Context: an optimization exercise on an open-source flow, tuned for small area, a short achievable clock period and few clock cycles per item. The choices shown serve that exercise and are no tape-out recipe.
Function was not checked in any run shown here: the RTL went through the layout flow alone.
Power is estimated from default activity; no workload was simulated.

File: flow/flow/run.sh
#!/bin/bash
set -euo pipefail
bash standard.sh SETUP_SLACK_MARGIN=7 \
  CTS_ARGS="-sink_clustering_enable -repair_clock_nets -dont_use_dummy_load" \
  finish > make_finish.log 2>&1
File: flow/standard.sh
#!/bin/bash
# synth_recipe.tcl (not shown) runs the flow's synth.tcl, then flattens the netlist and writes it again
# the make line also repeats each setting of config.mk as NAME=value (left out here)
make -C /OpenROAD-flow-scripts/flow DESIGN_CONFIG=/design/flow/config.mk WORK_HOME=/design/flow/orfs CLKGATE_MAP_FILE= SYNTH_SCRIPT=/design/flow/synth_recipe.tcl "${@:-finish}"
File: flow/config.mk
export PLATFORM = sky130hd
export DESIGN_NAME = aud_ima_adpcm_stream_decoder_unit
export DESIGN_NICKNAME = aud_ima_adpcm_stream_decoder_unit
export VERILOG_FILES = /design/flow/design.v
export SDC_FILE = /design/flow/constraint.sdc
export NUM_CORES = 4
export LEC_CHECK = 0
export CAP_MARGIN = 20
export CORE_MARGIN = 2
export CORE_UTILIZATION = 40
export SETUP_SLACK_MARGIN = 5
export SLEW_MARGIN = 20
File: flow/constraint.sdc
create_clock -name core_clock -period 11.0 [get_ports {clk}]
set_input_delay 2.2000 -clock core_clock [delete_from_list [all_inputs] [get_ports {clk}]]
set_output_delay 2.2000 -clock core_clock [all_outputs]
set_load 0.01 [all_outputs]
File: flow/design.v
`default_nettype none
package aima_pkg;
  localparam logic [1:0] MODE_FILE_HDR  = 2'd0;
  localparam logic [1:0] MODE_CHUNK_HDR = 2'd1;
  localparam logic [1:0] MODE_DATA      = 2'd2;
  localparam logic [1:0] MODE_SCAN      = 2'd3;
  localparam logic [6:0] MAX_INDEX = 7'd88;
  function automatic logic [14:0] step_lookup(input logic [6:0] idx);
    logic [14:0] s;
    case (idx)
      7'd0: s = 15'd7;       7'd1: s = 15'd8;       7'd2: s = 15'd9;
      7'd3: s = 15'd10;      7'd4: s = 15'd11;      7'd5: s = 15'd12;
      7'd6: s = 15'd13;      7'd7: s = 15'd14;      7'd8: s = 15'd16;
      7'd9: s = 15'd17;      7'd10: s = 15'd19;     7'd11: s = 15'd21;
      7'd12: s = 15'd23;     7'd13: s = 15'd25;     7'd14: s = 15'd28;
      7'd15: s = 15'd31;     7'd16: s = 15'd34;     7'd17: s = 15'd37;
      7'd18: s = 15'd41;     7'd19: s = 15'd45;     7'd20: s = 15'd50;
      7'd21: s = 15'd55;     7'd22: s = 15'd60;     7'd23: s = 15'd66;
      7'd24: s = 15'd73;     7'd25: s = 15'd80;     7'd26: s = 15'd88;
      7'd27: s = 15'd97;     7'd28: s = 15'd107;    7'd29: s = 15'd118;
      7'd30: s = 15'd130;    7'd31: s = 15'd143;    7'd32: s = 15'd157;
      7'd33: s = 15'd173;    7'd34: s = 15'd190;    7'd35: s = 15'd209;
      7'd36: s = 15'd230;    7'd37: s = 15'd253;    7'd38: s = 15'd279;
      7'd39: s = 15'd307;    7'd40: s = 15'd337;    7'd41: s = 15'd371;
      7'd42: s = 15'd408;    7'd43: s = 15'd449;    7'd44: s = 15'd494;
      7'd45: s = 15'd544;    7'd46: s = 15'd598;    7'd47: s = 15'd658;
      7'd48: s = 15'd724;    7'd49: s = 15'd796;    7'd50: s = 15'd876;
      7'd51: s = 15'd963;    7'd52: s = 15'd1060;   7'd53: s = 15'd1166;
      7'd54: s = 15'd1282;   7'd55: s = 15'd1411;   7'd56: s = 15'd1552;
      7'd57: s = 15'd1707;   7'd58: s = 15'd1878;   7'd59: s = 15'd2066;
      7'd60: s = 15'd2272;   7'd61: s = 15'd2499;   7'd62: s = 15'd2749;
      7'd63: s = 15'd3024;   7'd64: s = 15'd3327;   7'd65: s = 15'd3660;
      7'd66: s = 15'd4026;   7'd67: s = 15'd4428;   7'd68: s = 15'd4871;
      7'd69: s = 15'd5358;   7'd70: s = 15'd5894;   7'd71: s = 15'd6484;
      7'd72: s = 15'd7132;   7'd73: s = 15'd7845;   7'd74: s = 15'd8630;
      7'd75: s = 15'd9493;   7'd76: s = 15'd10442;  7'd77: s = 15'd11487;
      7'd78: s = 15'd12635;  7'd79: s = 15'd13899;  7'd80: s = 15'd15289;
      7'd81: s = 15'd16818;  7'd82: s = 15'd18500;  7'd83: s = 15'd20350;
      7'd84: s = 15'd22385;  7'd85: s = 15'd24623;  7'd86: s = 15'd27086;
      7'd87: s = 15'd29794;  7'd88: s = 15'd32767;
      default: s = 15'd32767;
    endcase
    step_lookup = s;
  endfunction
  function automatic logic signed [4:0] index_adjust(input logic [2:0] mag);
    logic signed [4:0] a;
    case (mag)
      3'd4: a = 5'sd2;
      3'd5: a = 5'sd4;
      3'd6: a = 5'sd6;
      3'd7: a = 5'sd8;
      default: a = -5'sd1;
    endcase
    index_adjust = a;
  endfunction
endpackage
`default_nettype wire
`default_nettype none
module aima_datapath (
  input  wire logic               clk,
  input  wire logic               rst,
  input  wire logic               adv,        
  input  wire logic               push,       
  input  wire logic [7:0]         push_byte,
  input  wire logic               push_last,  
  input  wire logic               emit,       
  input  wire logic               ld_idx,     
  input  wire logic               ld_pred,    
  input  wire logic [15:0]        pred_in,
  input  wire logic [7:0]         byte_in,
  output logic                    room,       
  output logic                    busy,       
  output logic                    out_valid,
  output logic                    out_last,
  output logic signed [15:0]      pred
);
  logic        v1, qv1, qv2;
  logic [4:0]  e1, q1, q2;
  logic [6:0]  idx;
  logic        v2, l2, s2;
  logic [16:0] da, db;
  logic        pop;
  logic [4:0]  lo, hi;
  logic [3:0]  n1;
  logic [14:0] step;
  logic        sg;
  logic [16:0] t0, t1, t2, t3, x, y, a, b;
  logic [16:0] p, fs, fc, sum;
  logic [17:0] sum2;
  logic [6:0]  idx_n;
  logic signed [7:0] idx_sum;
  logic signed [4:0] adj;
  logic [15:0] pred_n;
  assign room = !qv1;
  assign busy = v1 || v2 || out_valid;
  assign pop  = adv && v1;
  assign lo   = {1'b0, push_byte[3:0]};
  assign hi   = {push_last, push_byte[7:4]};
  assign n1   = e1[3:0];
  aima_step_rom u_rom (.idx(idx), .step(step));
  always_comb begin
    sg = n1[3];
    t0 = {5'd0, step[14:3]} ^ {17{sg}};
    t1 = (n1[0] ? {4'd0, step[14:2]} : 17'd0) ^ {17{sg}};
    t2 = (n1[1] ? {3'd0, step[14:1]} : 17'd0) ^ {17{sg}};
    t3 = (n1[2] ? {2'd0, step} : 17'd0) ^ {17{sg}};
    x = t0 ^ t1 ^ t2;
    y = {(t0[15:0] & t1[15:0]) | (t0[15:0] & t2[15:0]) | (t1[15:0] & t2[15:0]), sg};
    a = x ^ y ^ t3;
    b = {(x[15:0] & y[15:0]) | (x[15:0] & t3[15:0]) | (y[15:0] & t3[15:0]), sg};
  end
  always_comb begin
    p   = {pred[15], pred};
    fs  = p ^ da ^ db;
    fc  = {(p[15:0] & da[15:0]) | (p[15:0] & db[15:0]) | (da[15:0] & db[15:0]), s2};
    sum2 = {fs, 1'b1} + {fc, s2};
    sum  = sum2[17:1];
    if (sum[16] != sum[15]) pred_n = s2 ? 16'h8000 : 16'h7FFF;
    else                    pred_n = sum[15:0];
  end
  always_comb begin
    adj = aima_pkg::index_adjust(n1[2:0]);
    idx_sum = $signed({1'b0, idx}) + 8'(adj);
    if (idx_sum < 8'sd0)                                     idx_n = 7'd0;
    else if (idx_sum > $signed({1'b0, aima_pkg::MAX_INDEX})) idx_n = aima_pkg::MAX_INDEX;
    else                                                     idx_n = idx_sum[6:0];
  end
  always_ff @(posedge clk) begin
    if (rst) begin
      v1 <= 1'b0; qv1 <= 1'b0; qv2 <= 1'b0;
    end else if (push) begin
      v1 <= 1'b1; qv1 <= 1'b1; qv2 <= v1 && !pop;
    end else if (pop) begin
      v1 <= qv1; qv1 <= qv2; qv2 <= 1'b0;
    end
  end
  always_ff @(posedge clk) begin
    if (push) begin
      if (!v1 || pop) begin
        e1 <= lo; q1 <= hi;
      end else begin
        q1 <= lo; q2 <= hi;
      end
    end else if (pop) begin
      e1 <= q1; q1 <= q2;
    end
  end
  always_ff @(posedge clk) begin
    if (rst) begin
      v2 <= 1'b0; out_valid <= 1'b0;
    end else if (adv) begin
      v2 <= v1; out_valid <= v2 || emit;
    end
  end
  always_ff @(posedge clk) begin
    if (adv) begin
      da <= a;
      db <= b;
      s2 <= n1[3];
      l2 <= e1[4];
      if (emit)    out_last <= 1'b1;
      else if (v2) out_last <= l2;
    end
    if (adv && v2) pred <= pred_n;
    else if (ld_pred) pred <= pred_in;
    if (ld_idx) idx <= (byte_in > {1'b0, aima_pkg::MAX_INDEX}) ? aima_pkg::MAX_INDEX
                                                               : byte_in[6:0];
    else if (pop) idx <= idx_n;
  end
endmodule
`default_nettype wire
module aima_step_rom(idx, step);
  input [6:0] idx;
  wire [6:0] idx;
  output [14:0] step;
  wire [14:0] step;
  wire _000_;
  wire _001_;
  wire _002_;
  wire _003_;
  wire _004_;
  wire _005_;
  wire _006_;
  wire _007_;
  wire _008_;
  wire _009_;
  wire _010_;
  wire _011_;
  wire _012_;
  wire _013_;
  wire _014_;
  wire _015_;
  wire _016_;
  wire _017_;
  wire _018_;
  wire _019_;
  wire _020_;
  wire _021_;
  wire _022_;
  wire _023_;
  wire _024_;
  wire _025_;
  wire _026_;
  wire _027_;
  wire _028_;
  wire _029_;
  wire _030_;
  wire _031_;
  wire _032_;
  wire _033_;
  wire _034_;
  wire _035_;
  wire _036_;
  wire _037_;
  wire _038_;
  wire _039_;
  wire _040_;
  wire _041_;
  wire _042_;
  wire _043_;
  wire _044_;
  wire _045_;
  wire _046_;
  wire _047_;
  wire _048_;
  wire _049_;
  wire _050_;
  wire _051_;
  wire _052_;
  wire _053_;
  wire _054_;
  wire _055_;
  wire _056_;
  wire _057_;
  wire _058_;
  wire _059_;
  wire _060_;
  wire _061_;
  wire _062_;
  wire _063_;
  wire _064_;
  wire _065_;
  wire _066_;
  wire _067_;
  wire _068_;
  wire _069_;
  wire _070_;
  wire _071_;
  wire _072_;
  wire _073_;
  wire _074_;
  wire _075_;
  wire _076_;
  wire _077_;
  wire _078_;
  wire _079_;
  wire _080_;
  wire _081_;
  wire _082_;
  wire _083_;
  wire _084_;
  wire _085_;
  wire _086_;
  wire _087_;
  wire _088_;
  wire _089_;
  wire _090_;
  wire _091_;
  wire _092_;
  wire _093_;
  wire _094_;
  wire _095_;
  wire _096_;
  wire _097_;
  wire _098_;
  wire _099_;
  wire _100_;
  wire _101_;
  wire _102_;
  wire _103_;
  wire _104_;
  wire _105_;
  wire _106_;
  wire _107_;
  wire _108_;
  wire _109_;
  wire _110_;
  wire _111_;
  wire _112_;
  wire _113_;
  wire _114_;
  wire _115_;
  wire _116_;
  wire _117_;
  wire _118_;
  wire _119_;
  wire _120_;
  wire _121_;
  wire _122_;
  wire _123_;
  wire _124_;
  wire _125_;
  wire _126_;
  wire _127_;
  wire _128_;
  wire _129_;
  wire _130_;
  wire _131_;
  wire _132_;
  wire _133_;
  wire _134_;
  wire _135_;
  wire _136_;
  wire _137_;
  wire _138_;
  wire _139_;
  wire _140_;
  wire _141_;
  wire _142_;
  wire _143_;
  wire _144_;
  wire _145_;
  wire _146_;
  wire _147_;
  wire _148_;
  wire _149_;
  wire _150_;
  wire _151_;
  wire _152_;
  wire _153_;
  wire _154_;
  wire _155_;
  wire _156_;
  wire _157_;
  wire _158_;
  wire _159_;
  wire _160_;
  wire _161_;
  wire _162_;
  wire _163_;
  wire _164_;
  wire _165_;
  wire _166_;
  wire _167_;
  wire _168_;
  wire _169_;
  wire _170_;
  wire _171_;
  wire _172_;
  wire _173_;
  wire _174_;
  wire _175_;
  wire _176_;
  wire _177_;
  wire _178_;
  wire _179_;
  wire _180_;
  wire _181_;
  wire _182_;
  wire _183_;
  wire _184_;
  wire _185_;
  wire _186_;
  wire _187_;
  wire _188_;
  wire _189_;
  wire _190_;
  wire _191_;
  wire _192_;
  wire _193_;
  wire _194_;
  wire _195_;
  wire _196_;
  wire _197_;
  wire _198_;
  wire _199_;
  wire _200_;
  wire _201_;
  wire _202_;
  wire _203_;
  wire _204_;
  wire _205_;
  wire _206_;
  wire _207_;
  wire _208_;
  wire _209_;
  wire _210_;
  wire _211_;
  wire _212_;
  wire _213_;
  wire _214_;
  wire _215_;
  wire _216_;
  wire _217_;
  wire _218_;
  wire _219_;
  wire _220_;
  wire _221_;
  wire _222_;
  wire _223_;
  wire _224_;
  wire _225_;
  wire _226_;
  wire _227_;
  wire _228_;
  wire _229_;
  wire _230_;
  wire _231_;
  wire _232_;
  wire _233_;
  wire _234_;
  wire _235_;
  wire _236_;
  wire _237_;
  wire _238_;
  wire _239_;
  wire _240_;
  wire _241_;
  wire _242_;
  wire _243_;
  wire _244_;
  wire _245_;
  wire _246_;
  wire _247_;
  wire _248_;
  wire _249_;
  wire _250_;
  wire _251_;
  wire _252_;
  wire _253_;
  wire _254_;
  wire _255_;
  wire _256_;
  wire _257_;
  wire _258_;
  wire _259_;
  wire _260_;
  wire _261_;
  wire _262_;
  wire _263_;
  wire _264_;
  wire _265_;
  wire _266_;
  wire _267_;
  wire _268_;
  wire _269_;
  wire _270_;
  wire _271_;
  wire _272_;
  wire _273_;
  wire _274_;
  assign _123_ = ~idx[2];
  assign _134_ = ~idx[3];
  assign _144_ = ~idx[4];
  assign _155_ = ~(idx[0] & idx[4]);
  assign _165_ = ~(idx[2] & idx[4]);
  assign _176_ = _123_ | _155_;
  assign _186_ = idx[4] & ~(idx[3]);
  assign _196_ = ~(idx[2] & _186_);
  assign _207_ = idx[3] | _176_;
  assign _209_ = idx[0] | idx[3];
  assign _210_ = idx[0] | ~(_186_);
  assign _211_ = idx[1] & ~(idx[0]);
  assign _212_ = ~(_186_ & _211_);
  assign _213_ = idx[2] | ~(idx[4]);
  assign _214_ = _209_ | _213_;
  assign _215_ = idx[2] | _212_;
  assign _216_ = ~(idx[2] | idx[4]);
  assign _217_ = idx[1] | ~(_216_);
  assign _218_ = idx[1] | idx[3];
  assign _219_ = idx[0] | ~(_216_);
  assign _220_ = _218_ | _219_;
  assign _221_ = idx[2] & ~(idx[4]);
  assign _222_ = idx[3] & ~(idx[4]);
  assign _223_ = ~(idx[2] & _222_);
  assign _224_ = _211_ | _223_;
  assign _225_ = idx[1] | ~(idx[0]);
  assign _226_ = idx[4] | _225_;
  assign _227_ = idx[6] & _226_;
  assign _228_ = _215_ & _224_;
  assign _229_ = _220_ & _227_;
  assign _230_ = _228_ & _229_;
  assign _231_ = ~(_207_ & _230_);
  assign _232_ = idx[5] & ~(idx[6]);
  assign _233_ = ~(_221_ & _225_);
  assign _234_ = ~(_209_ & _213_);
  assign _235_ = ~(idx[1] & _234_);
  assign _236_ = ~(_233_ & _235_);
  assign _237_ = ~(_211_ & _236_);
  assign _238_ = idx[2] | _155_;
  assign _239_ = idx[3] & ~(idx[2]);
  assign _240_ = _211_ | ~(_239_);
  assign _241_ = _226_ & _240_;
  assign _242_ = _238_ & _241_;
  assign _243_ = ~(_237_ & _242_);
  assign _244_ = ~(_186_ & _243_);
  assign _245_ = _123_ & _222_;
  assign _246_ = idx[0] | ~(_222_);
  assign _247_ = idx[1] | idx[0];
  assign _248_ = _222_ & ~(_247_);
  assign _249_ = ~(_245_ | _248_);
  assign _250_ = ~(_211_ & _239_);
  assign _251_ = ~(idx[1] & idx[2]);
  assign _252_ = idx[3] | _251_;
  assign _253_ = _134_ ? _251_ : _176_;
  assign _254_ = _249_ & _253_;
  assign _255_ = _250_ & _254_;
  assign _256_ = ~(_244_ & _255_);
  assign _257_ = ~(_232_ & _256_);
  assign step[8] = ~(_231_ & _257_);
  assign _258_ = idx[1] & idx[0];
  assign _259_ = idx[2] | _258_;
  assign _260_ = idx[3] & idx[4];
  assign _261_ = _259_ & _260_;
  assign _262_ = ~(_232_ & _261_);
  assign _263_ = _209_ | ~(_165_);
  assign _264_ = ~(_218_ & _263_);
  assign _265_ = ~(idx[2] & _264_);
  assign _266_ = ~(idx[0] & _216_);
  assign _267_ = _222_ | ~(_266_);
  assign _268_ = ~(idx[1] & _267_);
  assign _269_ = _155_ | _218_;
  assign _270_ = idx[6] & _269_;
  assign _271_ = _207_ & _270_;
  assign _272_ = _268_ & _271_;
  assign _273_ = ~(_265_ & _272_);
  assign step[11] = ~(_262_ & _273_);
  assign _274_ = _123_ | _247_;
  assign _000_ = idx[3] | _274_;
  assign _001_ = ~(_134_ & _247_);
  assign _002_ = ~(idx[2] | idx[3]);
  assign _003_ = ~(_247_ & _002_);
  assign _004_ = ~(idx[3] | idx[4]);
  assign _005_ = idx[6] & ~(_004_);
  assign _006_ = _217_ & _005_;
  assign _007_ = _003_ & _006_;
  assign step[13] = _000_ & _007_;
  assign _008_ = _134_ | _251_;
  assign _009_ = ~(idx[4] & _001_);
  assign _010_ = idx[1] | ~(idx[3]);
  assign _011_ = _134_ | _217_;
  assign _012_ = _009_ & _011_;
  assign _013_ = ~(idx[2] & _258_);
  assign _014_ = ~(_259_ & _004_);
  assign _015_ = _013_ & _014_;
  assign _016_ = _012_ & _015_;
  assign _017_ = ~(_008_ & _016_);
  assign step[12] = idx[6] & _017_;
  assign _018_ = _221_ & ~(_247_);
  assign _019_ = _246_ & ~(_018_);
  assign _020_ = ~(idx[0] & _004_);
  assign _021_ = ~(_258_ & _004_);
  assign _022_ = _213_ | _218_;
  assign _023_ = _021_ & _022_;
  assign _024_ = _019_ & _023_;
  assign _025_ = _212_ & _270_;
  assign _026_ = ~(_024_ & _025_);
  assign _027_ = idx[4] & ~(_002_);
  assign _028_ = ~(_232_ & _027_);
  assign _029_ = _261_ | _028_;
  assign step[10] = ~(_026_ & _029_);
  assign _030_ = _230_ & ~(_263_);
  assign _031_ = ~(idx[0] & _232_);
  assign _032_ = ~(_223_ | _031_);
  assign _033_ = ~(_030_ | _032_);
  assign _034_ = idx[2] | _226_;
  assign _035_ = ~(_012_ & _034_);
  assign _036_ = ~(idx[6] & _035_);
  assign _037_ = _232_ | ~(_026_);
  assign _038_ = ~(_213_ & _008_);
  assign _039_ = ~(idx[0] & _239_);
  assign _040_ = idx[1] & ~(_039_);
  assign _041_ = _038_ & ~(_040_);
  assign _042_ = ~(_037_ & _041_);
  assign _043_ = _036_ & _042_;
  assign step[9] = ~(_033_ & _043_);
  assign _044_ = step[11] | _002_;
  assign _045_ = ~(_211_ & _044_);
  assign _046_ = _232_ & _045_;
  assign _047_ = _123_ | _021_;
  assign _048_ = _225_ | ~(_239_);
  assign _049_ = _226_ & _274_;
  assign _050_ = _048_ & _049_;
  assign _051_ = _047_ & _050_;
  assign _052_ = ~(_046_ & _051_);
  assign _053_ = ~(idx[1] & _216_);
  assign _054_ = ~(_223_ & _053_);
  assign _055_ = _211_ | ~(_054_);
  assign _056_ = idx[3] | _266_;
  assign _057_ = _212_ & ~(_248_);
  assign _058_ = _055_ & _057_;
  assign _059_ = _233_ & _058_;
  assign _060_ = ~(_056_ & _059_);
  assign _061_ = ~(idx[6] & _060_);
  assign _062_ = _258_ | ~(_027_);
  assign _063_ = _213_ | ~(_062_);
  assign _064_ = idx[1] | _165_;
  assign _065_ = ~(idx[5] | idx[6]);
  assign _066_ = _210_ & _065_;
  assign _067_ = _064_ & _066_;
  assign _068_ = ~(_063_ & _067_);
  assign _069_ = _061_ & _068_;
  assign step[5] = _052_ & _069_;
  assign _070_ = _004_ & ~(idx[1]);
  assign _071_ = step[5] & _070_;
  assign _072_ = ~(_186_ & _258_);
  assign _073_ = _225_ | ~(_260_);
  assign _074_ = _072_ & _073_;
  assign _075_ = ~(_274_ & _074_);
  assign _076_ = ~(_209_ & _075_);
  assign _077_ = _247_ ? _002_ : idx[2];
  assign _078_ = _218_ | _077_;
  assign _079_ = ~(_222_ & _258_);
  assign _080_ = _053_ & _079_;
  assign _081_ = _078_ & _080_;
  assign _082_ = ~(_076_ & _081_);
  assign _083_ = ~(_232_ & _082_);
  assign _084_ = idx[6] & idx[4];
  assign _085_ = _084_ & ~(idx[0]);
  assign _086_ = ~(_260_ | _085_);
  assign _087_ = _251_ | _086_;
  assign _088_ = _260_ | ~(_010_);
  assign _089_ = _219_ & ~(_088_);
  assign _090_ = ~(_022_ & _089_);
  assign _091_ = ~(idx[6] & _090_);
  assign _092_ = _087_ & _091_;
  assign _093_ = ~(_083_ & _092_);
  assign step[7] = _071_ | _093_;
  assign _094_ = _123_ | _072_;
  assign _095_ = _022_ | ~(step[8]);
  assign _096_ = _196_ | step[8];
  assign _097_ = ~(_251_ & _260_);
  assign _098_ = idx[6] & _247_;
  assign _099_ = _245_ & _098_;
  assign _100_ = _065_ | _099_;
  assign _101_ = ~(_097_ & _100_);
  assign _102_ = _096_ & _101_;
  assign _103_ = ~(_095_ & _102_);
  assign _104_ = ~(_094_ & _103_);
  assign _105_ = _219_ & _225_;
  assign _106_ = _010_ & ~(_105_);
  assign _107_ = ~(_216_ & _106_);
  assign _108_ = idx[0] | _008_;
  assign _109_ = _144_ | _108_;
  assign _110_ = _155_ & _247_;
  assign _111_ = _123_ & ~(_110_);
  assign _112_ = ~(_260_ & _111_);
  assign _113_ = _252_ & _112_;
  assign _114_ = _109_ & _113_;
  assign _115_ = ~(_107_ & _114_);
  assign _116_ = ~(_232_ & _115_);
  assign _117_ = _033_ & _116_;
  assign step[6] = _104_ & _117_;
  assign _118_ = idx[6] | _016_;
  assign _119_ = ~(_233_ & _005_);
  assign _120_ = _055_ | _119_;
  assign _121_ = _219_ & ~(_065_);
  assign _122_ = _009_ & _121_;
  assign _124_ = _123_ ? _110_ : _021_;
  assign _125_ = _108_ & _124_;
  assign _126_ = _122_ & _125_;
  assign _127_ = _120_ & _126_;
  assign _128_ = ~(_118_ & _127_);
  assign _129_ = ~(_247_ & _251_);
  assign _130_ = ~(idx[3] & _129_);
  assign _131_ = _062_ | ~(_130_);
  assign _132_ = _065_ & ~(_222_);
  assign _133_ = ~(_131_ & _132_);
  assign _135_ = ~(_232_ & _075_);
  assign _136_ = _133_ & _135_;
  assign step[4] = _128_ & _136_;
  assign _137_ = _123_ | _246_;
  assign _138_ = idx[2] ? _246_ : _155_;
  assign _139_ = ~(idx[1] | _138_);
  assign _140_ = ~(_106_ | _139_);
  assign _141_ = ~(_046_ & _140_);
  assign _142_ = _022_ | ~(_209_);
  assign _143_ = _252_ | ~(_210_);
  assign _145_ = _000_ & _142_;
  assign _146_ = _215_ & _145_;
  assign _147_ = ~(_143_ & _146_);
  assign _148_ = ~(idx[6] & _147_);
  assign _149_ = _110_ | ~(_130_);
  assign _150_ = _236_ | _149_;
  assign _151_ = _249_ & _039_;
  assign _152_ = _109_ & _151_;
  assign _153_ = ~(_150_ & _152_);
  assign _154_ = ~(_100_ & _153_);
  assign _156_ = _148_ & _154_;
  assign step[3] = _141_ & _156_;
  assign _157_ = ~(_236_ & _054_);
  assign _158_ = _186_ & ~(_247_);
  assign _159_ = idx[6] & ~(_158_);
  assign _160_ = _022_ & _159_;
  assign _161_ = ~(_157_ & _160_);
  assign _162_ = ~(_211_ & _260_);
  assign _163_ = _137_ & ~(_264_);
  assign _164_ = ~(_162_ & _163_);
  assign _166_ = ~(idx[5] & _164_);
  assign _167_ = _220_ & _166_;
  assign _168_ = ~(_246_ & _001_);
  assign _169_ = ~(_123_ & _155_);
  assign _170_ = ~(_168_ & _169_);
  assign _171_ = _176_ & _079_;
  assign _172_ = ~(_170_ & _171_);
  assign _173_ = idx[6] | _167_;
  assign _174_ = ~(_065_ & _172_);
  assign _175_ = _161_ & _174_;
  assign _177_ = ~(_173_ & _175_);
  assign step[2] = _094_ & _177_;
  assign _178_ = _243_ | ~(_065_);
  assign _179_ = _266_ & _021_;
  assign _180_ = _011_ & _179_;
  assign _181_ = ~(_159_ & _180_);
  assign _182_ = _048_ & _073_;
  assign _183_ = ~(_207_ & _182_);
  assign _184_ = _236_ | _183_;
  assign _185_ = ~(_232_ & _184_);
  assign _187_ = ~(_181_ & _185_);
  assign _188_ = ~(_214_ & _187_);
  assign step[1] = ~(_178_ & _188_);
  assign _189_ = _217_ & _266_;
  assign _190_ = _072_ & _189_;
  assign _191_ = _020_ & _073_;
  assign _192_ = _143_ & _191_;
  assign _193_ = _190_ & _192_;
  assign _194_ = ~(_109_ & _193_);
  assign _195_ = ~(_232_ & _194_);
  assign _197_ = _008_ & _064_;
  assign _198_ = ~(_168_ & _197_);
  assign _199_ = ~(idx[6] & _198_);
  assign _200_ = _144_ ? _239_ : _134_;
  assign _201_ = ~(_129_ & _200_);
  assign _202_ = _065_ & _162_;
  assign _203_ = _108_ & _202_;
  assign _204_ = _191_ & _203_;
  assign _205_ = ~(_201_ & _204_);
  assign _206_ = _199_ & _205_;
  assign step[0] = ~(_195_ & _206_);
  assign _208_ = _247_ | ~(_002_);
  assign step[14] = _084_ & _208_;
endmodule
`default_nettype none
module aima_control (
  input  wire logic               clk,
  input  wire logic               rst,
  input  wire logic               in_valid,
  output logic                    in_ready,
  input  wire logic [7:0]         in_byte,
  input  wire logic               in_end,
  input  wire logic               room,
  input  wire logic               busy,
  output logic [15:0]             rate,
  output logic                    push,
  output logic [7:0]              push_byte,
  output logic                    push_last,
  output logic                    emit,
  output logic                    ld_idx,
  output logic                    ld_pred,
  output logic [7:0]              hbyte,
  output logic [15:0]             hpair       
);
  logic [3:0][7:0] h;        
  logic        bv;           
  logic        blast;        
  logic [15:0] cand;         
  logic [1:0]  mode;
  logic [3:0]  bpos;
  logic [15:0] left;
  logic [4:1]  mh;           
  logic        rpl;          
  logic [1:0]  rp;           
  logic        take, act, match, prior, dec_byte, hdr;
  logic [2:0]  k;            
  logic [7:0]  rb;           
  logic        last_byte;
  logic        bv_n, rpl_n, uncond_n;
  logic [1:0]  mode_n;
  logic [3:0]  bpos_n;
  logic [4:1]  mh_n;
  assign take  = in_valid && in_ready;
  assign match = h[3] == 8'hAF && h[2] == 8'hDE && h[1] == 8'h00 && h[0] == 8'h00;
  assign prior = |mh;
  always_comb begin
    if (mh[1])      k = 3'd1;
    else if (mh[2]) k = 3'd2;
    else if (mh[3]) k = 3'd3;
    else            k = 3'd4;
  end
  assign rb    = h[rp];
  assign hbyte = h[0];
  assign hpair = {h[0], h[1]};
  assign hdr   = mode == aima_pkg::MODE_FILE_HDR;
  always_comb begin
    unique case (mode)
      aima_pkg::MODE_FILE_HDR: act = bv && (bpos != 4'd3 || !busy);
      aima_pkg::MODE_DATA:     act = bv && room && !rpl;
      default:                 act = bv;
    endcase
  end
  assign dec_byte  = room && (rpl || (act && mode == aima_pkg::MODE_DATA));
  assign push      = dec_byte;
  assign push_byte = rb;
  assign push_last = last_byte;
  assign last_byte = (left == 16'd1) || !rpl || rp == 2'd0;
  assign ld_idx  = act && hdr && bpos == 4'd8;
  assign ld_pred = act && hdr && bpos == 4'd7;
  assign emit    = act && hdr && bpos == 4'd11;
  always_comb begin
    mode_n = mode;
    bpos_n = bpos;
    rpl_n  = rpl;
    mh_n   = mh;
    if (act) begin
      mh_n = {mh[3:1], match};
      unique case (mode)
        aima_pkg::MODE_FILE_HDR: begin
          if (bpos == 4'd11) begin
            mode_n = aima_pkg::MODE_CHUNK_HDR; bpos_n = 4'd0;
          end else bpos_n = bpos + 4'd1;
        end
        aima_pkg::MODE_CHUNK_HDR: begin
          bpos_n = bpos + 4'd1;
          if (bpos == 4'd7) begin
            bpos_n = 4'd0;
            if (match) mode_n = (cand != 16'd0) ? aima_pkg::MODE_DATA : aima_pkg::MODE_CHUNK_HDR;
            else if (prior) begin
              if (left == 16'd0) bpos_n = {1'b0, k};
              else rpl_n = 1'b1;
            end else mode_n = aima_pkg::MODE_SCAN;
          end
        end
        aima_pkg::MODE_SCAN: begin
          if (match) begin
            mode_n = (cand != 16'd0) ? aima_pkg::MODE_DATA : aima_pkg::MODE_CHUNK_HDR;
            bpos_n = 4'd0;
          end
        end
        default: begin   
          if (left == 16'd1) begin
            mode_n = aima_pkg::MODE_CHUNK_HDR; bpos_n = 4'd0;
          end
        end
      endcase
      if (blast && !rpl_n) begin
        mode_n = aima_pkg::MODE_FILE_HDR; bpos_n = 4'd0;
      end
    end
    if (rpl && dec_byte && last_byte) begin
      rpl_n  = 1'b0;
      mode_n = (left != 16'd1) ? aima_pkg::MODE_DATA : aima_pkg::MODE_CHUNK_HDR;
      bpos_n = (left != 16'd1) ? 4'd0 : {2'b00, rp};
      if (blast) begin
        mode_n = aima_pkg::MODE_FILE_HDR; bpos_n = 4'd0;
      end
    end
  end
  always_comb begin
    bv_n = take || (bv && !act);
    unique case (mode_n)
      aima_pkg::MODE_FILE_HDR:  uncond_n = bpos_n != 4'd3;
      aima_pkg::MODE_CHUNK_HDR: uncond_n = !(bpos_n == 4'd7 && (|mh_n));
      aima_pkg::MODE_SCAN:      uncond_n = 1'b1;
      default:                  uncond_n = 1'b0;
    endcase
  end
  always_ff @(posedge clk) begin
    if (rst) begin
      mode     <= aima_pkg::MODE_FILE_HDR;
      bpos     <= 4'd0;
      bv       <= 1'b0;
      rpl      <= 1'b0;
      rp       <= 2'd0;
      in_ready <= 1'b1;
    end else begin
      mode     <= mode_n;
      bpos     <= bpos_n;
      bv       <= bv_n;
      rpl      <= rpl_n;
      in_ready <= !rpl_n && (!bv_n || uncond_n);
      if (act && mode == aima_pkg::MODE_CHUNK_HDR && bpos == 4'd7 && !match && prior &&
          left != 16'd0)
        rp <= k[1:0] - 2'd1;
      else if (rpl && dec_byte)
        rp <= last_byte ? 2'd0 : rp - 2'd1;
    end
  end
  always_ff @(posedge clk) begin
    if (take) begin
      h     <= {h[2:0], in_byte};
      blast <= in_end;
      if (in_byte == 8'hAF) cand <= {h[2], h[3]};
    end
    if (act) mh <= mh_n[4:1];
    if (act && hdr && bpos == 4'd3) rate <= {h[2], h[3]};
    if (act && (mode == aima_pkg::MODE_CHUNK_HDR || mode == aima_pkg::MODE_SCAN) && match)
      left <= cand;
    else if (dec_byte) left <= left - 16'd1;
  end
endmodule
`default_nettype wire
`default_nettype none
module aud_ima_adpcm_stream_decoder_unit (
  input  wire logic        clk,
  input  wire logic        rst,
  input  wire logic        s_axis_tvalid,
  output logic             s_axis_tready,
  input  wire logic [7:0]  s_axis_tdata,    
  input  wire logic        s_axis_tlast,    
  output logic             m_axis_tvalid,
  input  wire logic        m_axis_tready,
  output logic [31:0]      m_axis_tdata,    
  output logic             m_axis_tlast     
);
  logic        adv, room, busy, push, push_last, emit, ld_idx, ld_pred;
  logic [7:0]  push_byte, hbyte;
  logic [15:0] hpair;
  logic [15:0] rate;
  logic signed [15:0] pred;
  assign adv = !m_axis_tvalid || m_axis_tready;
  aima_control u_ctrl (
    .clk(clk), .rst(rst),
    .in_valid(s_axis_tvalid), .in_ready(s_axis_tready),
    .in_byte(s_axis_tdata), .in_end(s_axis_tlast),
    .room(room), .busy(busy), .rate(rate),
    .push(push), .push_byte(push_byte), .push_last(push_last), .emit(emit),
    .ld_idx(ld_idx), .ld_pred(ld_pred), .hbyte(hbyte), .hpair(hpair)
  );
  aima_datapath u_dp (
    .clk(clk), .rst(rst), .adv(adv), .push(push), .push_byte(push_byte),
    .push_last(push_last), .emit(emit), .ld_idx(ld_idx), .ld_pred(ld_pred),
    .pred_in(hpair), .byte_in(hbyte), .room(room), .busy(busy),
    .out_valid(m_axis_tvalid), .out_last(m_axis_tlast), .pred(pred)
  );
  assign m_axis_tdata = {rate, pred};
endmodule
`default_nettype wire
==> results_dict.tcl, run 1 <==
set metrics [dict create \
    skew_ns 0.0272 \
    grt_first_pass_wirelength_um 46900 \
    synthesis.nets 1215 \
    dp_slack_ns 6.08 \
    ctsRootBufferMaster "clkbuf_16" \
    die_x_um 173 \
    status "finished clean" \
    synth_area_leaders "edfxtp_1, fa_1, nand2_1" \
    rows 61 \
    place_inst 1504 \
    ios 48 \
    yosysUniqueCellTypes 77 \
    hpwl_um 20800 \
    grt_use_total_pct 19.4 \
    postSynth.asyncResetShare_pct 0 \
    finalWorstSetupSlack_ns 7.16 \
    synth_edf_count 156 \
    yosysTopAreaCell "edfxtp_1" \
    dr.pass1.iters 6 \
    coreArea_mm2 0.0279 \
    yosysSeqAreaShare_pct 43.8 \
    start_util_pct 40.9 \
    via_per_inst 5.78 \
    grt_max_degree 51 \
    hold_viol 0 \
    gp_congestion 0.923 \
    layoutNonFillerInstCount 1541 \
    cts_max_level 4 \
    drt_iter0_drc 1082 \
    cp.arrival_ns 3.97 \
    cellLeakagePower_nw 4.60 \
    num_vias 8907 \
    critPathKind "reg2reg" \
    tns_ns 0 \
    layout_min_cycle_time_ns 3.84 \
    peakVddDrop_mv 0.123 \
    route.detailed.drc 0 \
    worstPathMaxFanout 33 \
    cts_tree "done" \
    clockBufferDepth 2 \
    slew_violations 0 \
    tightest_slew_ns 0.888 \
    wire_per_inst_um 18.9 \
    max_freq_mhz 261 \
    drt_wl_total_um 29100 \
    power_density_mw_per_mm2 112 \
    synth-seq-cells 172 \
    drv_cap 0 \
    synth-main-ff-cell "edfxtp_1" \
    critPathLaunchType "flip-flop" \
    end_kind "flip-flop" \
    cp_data_required_time_ns 11.13 \
    ys_warn_count 2 \
    finalCoreUtilization_pct 46.3 \
    dpl_cell_area_mm2 0.0122 \
    netlist_instances 1127 \
    syn_area_mm2 0.0114 \
    antenna_left 0 \
    clk_pin_slew_ns 0.06 \
    post-route-period-util_pct 34.9 \
    io_buffers 47 \
    finalPower_mw 1.44 \
    numClockSinks 172 \
    hold_path_class "reg2reg" \
    first_global_vias 8268 \
    n_antenna_cell 0 \
    synth.top_cell.area_share_pct 41.0 \
    die_y_um 173 \
    synth_common_cells "edfxtp_1, nand2_1, nor2_1" \
    final-setup-viol-count 0 \
    slew_headroom_pct 40.5 \
    antenna_found_initial 0 \
    yosysMostFrequentCell "edfxtp_1" \
    drive_above_1_share_pct 8.43 \
    area_growth_pct 13.2 \
    gr-total-overflow 0 \
    cts_made_buffers 17 \
    hold_slack_ns 0.470 \
    dieArea_mm2 0.0299 \
    clock_latency_ns 0.42 \
    postSynthAreaPerCell_um2 10.1 \
    final_area_mm2 0.0129 \
    rsz0062_at_grt "true" \
    fin_nets 1253 \
]
[cells by family after synthesis]
group	Yosys count	synth area share (%)
AOI/OAI and AO/OA	316	17.8
xor gates and xnor gates	79	6.06
adders and majority gates	82	11.6
buffers and inverters	106	3.53
DFF	172	43.8
muxes	15	2.20
and+or+nand+nor	357	15.0
[where the power goes]
group | leakage [nW] | internal [mW] | switching (mW)
Sequential | 1.61 | 0.734 | 0.0253
Clock | 0.209 | 0.269 | 0.213
Combinational | 2.78 | 0.0858 | 0.116
[cell type report]
type                       count  area (um^2)
multi-input combinational    849         6100
inverter                      47          195
tap                          378          473
sequential                   172         5000
timing repair inverter         1         7.51
timing repair buffer          77          727
fill                        2698        15000
clock buffer                  17          425
[layer usage]
metal  share of wire [%]  wire length, um  global-route usage, %  vias up
met2                  46            13300                   30.3      347
met5                   0                0                      0        -
met4                 1.5              443                   4.41        0
li1                    -                -                      -     4211
met3                 6.2             1800                   2.07       32
met1                  47            13600                   29.1     4317
[state kept, by name (all words and copies together), names as in the netlist, 2 cells and up]
register     flops
u_ctrl.bpos      4
u_ctrl.cand     16
u_ctrl.h        32
u_ctrl.left     16
u_ctrl.mh        4
u_ctrl.mode      2
u_ctrl.rate     16
u_ctrl.rp        2
u_dp.da         15
u_dp.db         16
u_dp.e1          5
u_dp.idx         7
u_dp.pred       16
u_dp.q1          5
u_dp.q2          5
[what timing repair did]
item,in CTS,in global routing
cloned,1,0
pin swaps,0,2
hold buffers,0,0
endpoints found under the setup margin,74,48
setup buffers,3,16
resized for setup,8,19
[worst paths after layout]
| kind | from | to | slack (ns) | cells past startpoint |
|---|---|---|---|---|
| max | u_dp.idx[1]$_DFFE_PP_ | u_dp.da[1]$_DFFE_PP_ | 7.16 | 13 |
| min | u_dp.e1[4]$_SDFFCE_PN0P_ | u_dp.l2$_DFFE_PP_ | 0.47 | 0 |
| max reg2reg | u_dp.idx[1]$_DFFE_PP_ | u_dp.da[1]$_DFFE_PP_ | 7.16 | 13 |
| min reg2reg | u_dp.e1[4]$_SDFFCE_PN0P_ | u_dp.l2$_DFFE_PP_ | 0.47 | 0 |
[critical path, cell delays in order (launching register included)]
cell and delay (ns):
edfxtp_1 0.33, buf_4 0.34, inv_1 0.32, nor2_4 0.26
a21boi_0 0.11, o21ai_0 0.18, a222oi_1 0.08, o21ai_0 0.30
a31oi_1 0.10, xnor2_1 0.24, a21o_1 0.25, fa_1 0.50
inv_1 0.06, fa_1 0.49
[placed cells by master (no fill, tap or decap), types with 17 or more instances in the layout]
cell	synthesis	layout
a31oi_1	18	17
xnor2_1	52	51
a21o_1	20	20
a21oi_1	82	82
nand2_1	128	127
buf_4	0	25
clkbuf_16	0	17
clkdlybuf4s50_1	0	47
xor2_1	27	27
ha_1	33	33
inv_1	45	42
nand3_1	19	19
nor2_1	92	88
edfxtp_1	156	156
o21ai_0	68	68
nor3_1	27	26
fa_1	42	42
==> run 2, diff against run 1 <==
==> flow/flow/run.sh (replaced) <==
#!/bin/bash
# The standard layout, with: timing repair aiming for 7.5 ns of setup slack at
# the design's clock period; every port buffered with buf_2 (the standard
# flow's choice is a delay buffer); clock tree synthesis without dummy loads.
# config.mk's settings otherwise. ORFS's per-step logs stay under orfs/logs;
# make's own output goes to make_finish.log.
set -euo pipefail
bash standard.sh SETUP_SLACK_MARGIN=7.5 \
  BUFFER_PORTS_ARGS="-buffer_cell sky130_fd_sc_hd__buf_2" \
  CTS_ARGS="-sink_clustering_enable -repair_clock_nets -dont_use_dummy_load" \
  finish > make_finish.log 2>&1
--- a/flow/config.mk
+++ b/flow/config.mk
@@ -12 +12,2 @@
 export SLEW_MARGIN = 20
+export TNS_END_PERCENT = 5
==> results_dict.tcl, run 2 <==
set metrics [dict create \
    rsz0062_at_grt "true" \
    slew_violations 0 \
    rows 61 \
    holdPathEnd "u_dp.l2$_DFFE_PP_" \
    yosysTopAreaCell "edfxtp_1" \
    num_vias 9192 \
    synth_area_leaders "edfxtp_1, fa_1, nand2_1" \
    postSynth.asyncResetShare_pct 0 \
    power_density_mw_per_mm2 111 \
    synth_common_cells "edfxtp_1, nand2_1, nor2_1" \
    cp.arrival_ns 3.69 \
    drive_above_1_share_pct 18.8 \
    r2r_end "u_dp.da[7]$_DFFE_PP_" \
    ys_warn_count 2 \
    hold_depth 0 \
    synthesis.nets 1215 \
    die_x_um 173 \
    cellLeakagePower_nw 4.86 \
    coreArea_mm2 0.0279 \
    drt_wl_total_um 30900 \
    yosysSeqAreaShare_pct 43.8 \
    syn_area_mm2 0.0114 \
    finalWorstSetupSlack_ns 7.47 \
    postSynthAreaPerCell_um2 10.1 \
    layout_min_cycle_time_ns 3.53 \
    n_antenna_cell 0 \
    ff2ff_path_depth 12 \
    hold_start "u_dp.e1[4]$_SDFFCE_PN0P_" \
    cp_slowest_stage_delay_ns 0.49 \
    grt_max_degree 51 \
    largest_register_ff_count 32 \
    final_area_mm2 0.0134 \
    end_kind "flip-flop" \
    ios 48 \
    via_per_inst 5.84 \
    first_global_vias 8239 \
    cts_made_buffers 17 \
    peakVddDrop_mv 0.0892 \
    regMostFlops "u_ctrl.h" \
    grt_use_total_pct 19.6 \
    drv_cap 0 \
    slew_headroom_pct 37.1 \
    grt_first_pass_wirelength_um 47100 \
    drt_iter0_drc 1075 \
    gp_congestion 0.898 \
    rrSetupSlack_ns 7.47 \
    dieArea_mm2 0.0299 \
    path_cells "buf_12 -> clkinvlp_4 -> nor2_4 -> o21ai_0 -> o311ai_2 -> o311ai_1 -> a221oi_1 -> a211oi_2 -> xnor2_2 -> a21o_1 -> fa_1 -> fa_1" \
    path_buf_inv 2 \
    cp_data_required_time_ns 11.15 \
    post-route-period-util_pct 32.1 \
    yosysMostFrequentCell "edfxtp_1" \
    final_cell_mix "edfxtp_1, nand2_1, nor2_1" \
    wire_per_inst_um 19.6 \
    skew_ns 0.0257 \
    synth-main-ff-cell "edfxtp_1" \
    cts_tree "done" \
    hold_path_class "reg2reg" \
    final-setup-viol-count 0 \
    synth-seq-cells 172 \
    antenna_left 0 \
    nFillCells 2583 \
    dr.pass1.iters 6 \
    clk_pin_slew_ns 0.06 \
    status "finished clean" \
    io_buffers 47 \
    dp_slack_ns 6.52 \
    clockBufferDepth 2 \
    netlist_instances 1127 \
    tns_ns 0 \
    tightest_slew_ns 0.938 \
    postCtsHoldBufs 0 \
    clock_latency_ns 0.42 \
    synth_edf_count 156 \
    cts_max_level 4 \
    critPathLaunchType "flip-flop" \
    dpl_cell_area_mm2 0.0120 \
    max_freq_mhz 283 \
    crit_top_cell "fa_1" \
    ctsRootBufferMaster "clkbuf_16" \
    hpwl_um 21100 \
    start_util_pct 40.9 \
    final_common_cell "edfxtp_1" \
    numClockSinks 172 \
    area_growth_pct 17.1 \
    rr_startpoint "u_dp.idx[2]$_DFFE_PP_" \
    synth.top_cell.area_share_pct 41.0 \
    fin_nets 1285 \
    hold_viol 0 \
    gr-total-overflow 0 \
    route.detailed.drc 0 \
    critPathKind "reg2reg" \
    yosysUniqueCellTypes 77 \
    crit_slowest_cell "fa_1" \
    die_y_um 173 \
    worstPathMaxFanout 10 \
    path_delay_family "compound AO/OA/AOI/OAI gates" \
    antenna_found_initial 0 \
]
[run 2: cell counts after synthesis]
No cell type changed its count.
[run 2: logic make-up (layout without fill, tap and decap cells)]
group	count (synthesis)	count (layout)	synth area share (%)
AND/OR/NAND/NOR	357	357	15.0
AO/OA/AOI/OAI	316	316	17.8
flip-flops	172	172	43.8
buffers and inverters	106	174	3.53
adder cells (fa/ha/maj)	82	82	11.6
XOR/XNOR	79	79	6.06
multiplexers	15	15	2.20
[run 2: how the worst max path moves through the flow]
stage,start,cells past startpoint,end,slack [ns]
global route,u_dp.pred[11]$_DFFE_PP_,12,u_dp.pred[9]$_DFFE_PP_,7.34
detailed placement,m_axis_tready,6,u_dp.pred[10]$_DFFE_PP_,6.52
finish,u_dp.idx[2]$_DFFE_PP_,12,u_dp.da[7]$_DFFE_PP_,7.47
floorplan,m_axis_tready,6,u_dp.pred[14]$_DFFE_PP_,7.21
global placement,m_axis_tready,6,u_dp.pred[10]$_DFFE_PP_,6.60
CTS,u_dp.pred[6]$_DFFE_PP_,12,u_dp.pred[9]$_DFFE_PP_,7.41
[run 2: where the power goes]
part / switching (mW) / internal, mW / total [mW]
Clock: 0.220 / 0.269 / 0.489
Sequential: 0.0249 / 0.734 / 0.759
Combinational: 0.129 / 0.107 / 0.236
Total: 0.374 / 1.11 / 1.48
[run 2: layer usage]
metal	up-vias	part of all wire, %	global-route usage (%)	wire length [um]
li1	4275	-	-	-
met1	4505	47	28.9	14400
met2	370	46	31.0	14300
met3	42	5.9	2.99	1820
met4	0	1.3	3.53	386
met5	-	0	0	0
[run 2: worst reg2reg max path: stages, from the launching register on]
cell and delay, ns:
edfxtp_1 0.45, buf_12 0.19, clkinvlp_4 0.15, nor2_4 0.06, o21ai_0 0.23, o311ai_2 0.15
o311ai_1 0.13, a221oi_1 0.18, a211oi_2 0.36, xnor2_2 0.17, a21o_1 0.24, fa_1 0.49
fa_1 0.48
[run 2: cell type report]
| class | count | area [um^2] | share of cell area (%) |
|---|---|---|---|
| Clock buffer | 17 | 425 | 3.18 |
| Inverter | 47 | 211 | 1.58 |
| Multi-Input combinational cell | 849 | 6390 | 47.8 |
| Sequential cell | 172 | 5000 | 37.4 |
| Tap cell | 378 | 473 | 3.54 |
| Timing Repair Buffer | 109 | 866 | 6.47 |
| Timing Repair inverter | 1 | 5.00 | 0.0374 |
[run 2: stage by stage]
step	hold slack (ns)	cells	power [mW]	utilization, %
after global routing	0.482	1573	1.54	47.9
final	0.467	1573	1.48	47.9
after detailed placement	0.411	1506	0.962	43.1
after CTS	0.458	1539	1.45	45.6
after floorplan	0.400	1127	0.908	-
after global placement	0.445	1506	0.961	43.1
[run 2: repair_timing]
item,CTS,global route
resized for setup,42,66
cloned,1,7
setup buffers,15,27
endpoints found under the setup margin,97,84
pin swaps,5,20
==> run 3, diff against run 2 <==
--- a/flow/flow/run.sh
+++ b/flow/flow/run.sh
@@ -1,3 +1,3 @@
 #!/bin/bash
-# The standard layout, with: timing repair aiming for 7.5 ns of setup slack at
+# The standard layout, with: timing repair aiming for 7.25 ns of setup slack at
 # the design's clock period; every port buffered with buf_2 (the standard
@@ -7,3 +7,3 @@
 set -euo pipefail
-bash standard.sh SETUP_SLACK_MARGIN=7.5 \
+bash standard.sh SETUP_SLACK_MARGIN=7.25 \
   BUFFER_PORTS_ARGS="-buffer_cell sky130_fd_sc_hd__buf_2" \
==> results_dict.tcl, run 3 <==
set metrics [dict create \
    gr-total-overflow 0 \
    synth_common_cells "edfxtp_1, nand2_1, nor2_1" \
    cellLeakagePower_nw 4.64 \
    final_common_cell "edfxtp_1" \
    max_freq_mhz 274 \
    tightest_slew_ns 0.930 \
    rr_startpoint "u_dp.pred[8]$_DFFE_PP_" \
    final_cell_mix "edfxtp_1, nand2_1, nor2_1" \
    antenna_found_initial 0 \
    hpwl_um 21000 \
    postSynthAreaPerCell_um2 10.1 \
    clockBufferDepth 2 \
    postCtsHoldBufs 0 \
    layout_min_cycle_time_ns 3.65 \
    cp_data_required_time_ns 11.16 \
    ctsRootBufferMaster "clkbuf_16" \
    yosysSeqAreaShare_pct 43.8 \
    hold_viol 0 \
    postSynth.asyncResetShare_pct 0 \
    gp_congestion 0.916 \
    fin_nets 1256 \
    grt_max_degree 51 \
    cts_max_level 4 \
    grt_use_total_pct 19.6 \
    dr.pass1.iters 5 \
    status "finished clean" \
    yosysMostFrequentCell "edfxtp_1" \
    syn_area_mm2 0.0114 \
    drive_above_1_share_pct 14.0 \
    clk_pin_slew_ns 0.07 \
    largest_register_ff_count 32 \
    die_y_um 173 \
    yosysUniqueCellTypes 77 \
    synth-seq-cells 172 \
    tns_ns 0 \
    final-setup-viol-count 0 \
    synth.top_cell.area_share_pct 41.0 \
    critPathKind "in2reg" \
    num_vias 8910 \
    drt_wl_total_um 29800 \
    first_global_vias 8307 \
    rows 61 \
    end_kind "flip-flop" \
    die_x_um 173 \
    antenna_left 0 \
    cp.arrival_ns 3.81 \
    cts_made_buffers 17 \
    n_antenna_cell 0 \
    synth-main-ff-cell "edfxtp_1" \
    synthesis.nets 1215 \
    dp_slack_ns 6.53 \
    post-route-period-util_pct 33.2 \
    critPathLaunchType "input pin" \
    finalWorstSetupSlack_ns 7.35 \
    numClockSinks 172 \
    drv_cap 0 \
    clock_latency_ns 0.43 \
    area_growth_pct 12.4 \
    wire_per_inst_um 19.3 \
    via_per_inst 5.77 \
    hold_path_class "reg2reg" \
    slew_headroom_pct 37.7 \
    worstPathMaxFanout 34 \
    hold_start "u_dp.e1[4]$_SDFFCE_PN0P_" \
    setup.worst_path.start "m_axis_tready" \
    skew_ns 0.0222 \
    io_buffers 47 \
    start_util_pct 40.9 \
    drt_iter0_drc 954 \
    slew_violations 0 \
    dieArea_mm2 0.0299 \
    coreArea_mm2 0.0279 \
    regMostFlops "u_ctrl.h" \
    synth_area_leaders "edfxtp_1, fa_1, nand2_1" \
    power_density_mw_per_mm2 114 \
    ys_warn_count 2 \
    netlist_instances 1127 \
    ios 48 \
    peakVddDrop_mv 0.100 \
    grt_first_pass_wirelength_um 46600 \
    route.detailed.drc 0 \
    cts_tree "done" \
    rsz0062_at_grt "true" \
    yosysTopAreaCell "edfxtp_1" \
    synth_edf_count 156 \
]
==> run 3: cell counts after synthesis <==
Identical to the previous run, type by type.
==> run 3: layout make-up <==
type / instances / area [um^2]
multi-input cells: 849 / 6200
clock buffers: 17 / 425
fillers: 2583 / 15100
well taps: 378 / 473
repair inverters: 1 / 5.00
repair buffers: 80 / 542
inverters: 47 / 201
flip-flops and latches: 172 / 5000
==> run 3: cells by family (layout without fill, tap and decap cells) <==
group / count (synthesis) / in the layout / synth area share [%]
and+or+nand+nor: 357 / 357 / 15.0
muxes: 15 / 15 / 2.20
DFF: 172 / 172 / 43.8
xor gates and xnor gates: 79 / 79 / 6.06
AOI/OAI and AO/OA: 316 / 316 / 17.8
buffers and inverters: 106 / 145 / 3.53
adders and majority gates: 82 / 82 / 11.6
==> run 3: routing by layer <==
metal	global-route usage, %	part of all wire [%]
met5	0	0
met4	5.72	2.0
met3	2.88	5.9
met2	30.0	45
met1	29.0	47
==> run 3: per-stage QoR <==
step / hold WS [ns] / area [um^2] / std cells / utilization (%) / power, mW
after global routing: 0.467 / 12800 / 1544 / 46.0 / 1.52
after detailed placement: 0.411 / 12000 / 1505 / 43.0 / 0.963
after CTS: 0.440 / 12500 / 1524 / 44.8 / 1.45
final: 0.441 / 12800 / 1544 / 46.0 / 1.46
after floorplan: 0.400 / 11500 / 1127 / - / 0.908
after global placement: 0.409 / 12000 / 1505 / 43.0 / 0.961
==> run 3: where the power goes <==
group,switching (mW),internal (mW)
Combinational,0.120,0.0917
Clock,0.222,0.268
Sequential,0.0249,0.734
==> run 3: path summary, 6_finish.rpt <==
check / slack [ns] / to / cells past startpoint
setup / recovery: 7.35 / u_dp.pred[10]$_DFFE_PP_ / 6
hold / removal: 0.44 / u_dp.l2$_DFFE_PP_ / 0
setup reg to reg: 7.35 / u_dp.pred[4]$_DFFE_PP_ / 13
hold reg to reg: 0.44 / u_dp.l2$_DFFE_PP_ / 0
==> run 3: worst max-delay path: stages <==
cell and delay [ns]:
buf_2 0.13, nor2b_4 0.26, clkinvlp_4 0.48, nand2_8 0.36
nor3_1 0.09, a211o_1 0.27
==> run 3: repair_timing <==
item,CTS,global route
setup buffers,1,19
gates resized for setup,13,45
pin swaps,0,4
setup endpoints to repair,71,64
cloned,1,1

-- re-timing with driven ports --
How much do the figures lean on ideal ports? The routed layouts below were timed once more, with nothing changed but the port constraints.
Step 1 sets driving cells, clkbuf_16 on the clock port and buf_2 on the other inputs (assumed; they add their load-dependent delay and slew).
Step 2, shift: input delay + t, output delay - t, t = (earliest + latest rising clock arrival at the registers) / 2. This alone moves slack from input paths to output paths.
Slacks: no drivers / after step 1 / after step 2; pairs: no drivers / after step 1.
run | t (ns) | setup WS [ns] | hold slack, ns | worst data-port slew with drivers (ns)
run 1 | 0.451 | 7.163 / 7.163 / 6.757 | 0.470 / 0.470 / 0.470 | 0.04
run 2 | 0.458 | 7.467 / 7.467 / 7.118 | 0.467 / 0.467 / 0.467 | 0.03
run 3 | 0.468 | 7.348 / 7.352 / 6.907 | 0.441 / 0.441 / 0.441 | 0.03
After both steps setup and hold are still met in every run listed. For run 3, which loses most, drivers alone change the setup slack by +0.004 ns; drivers and shift together by -0.441 ns.
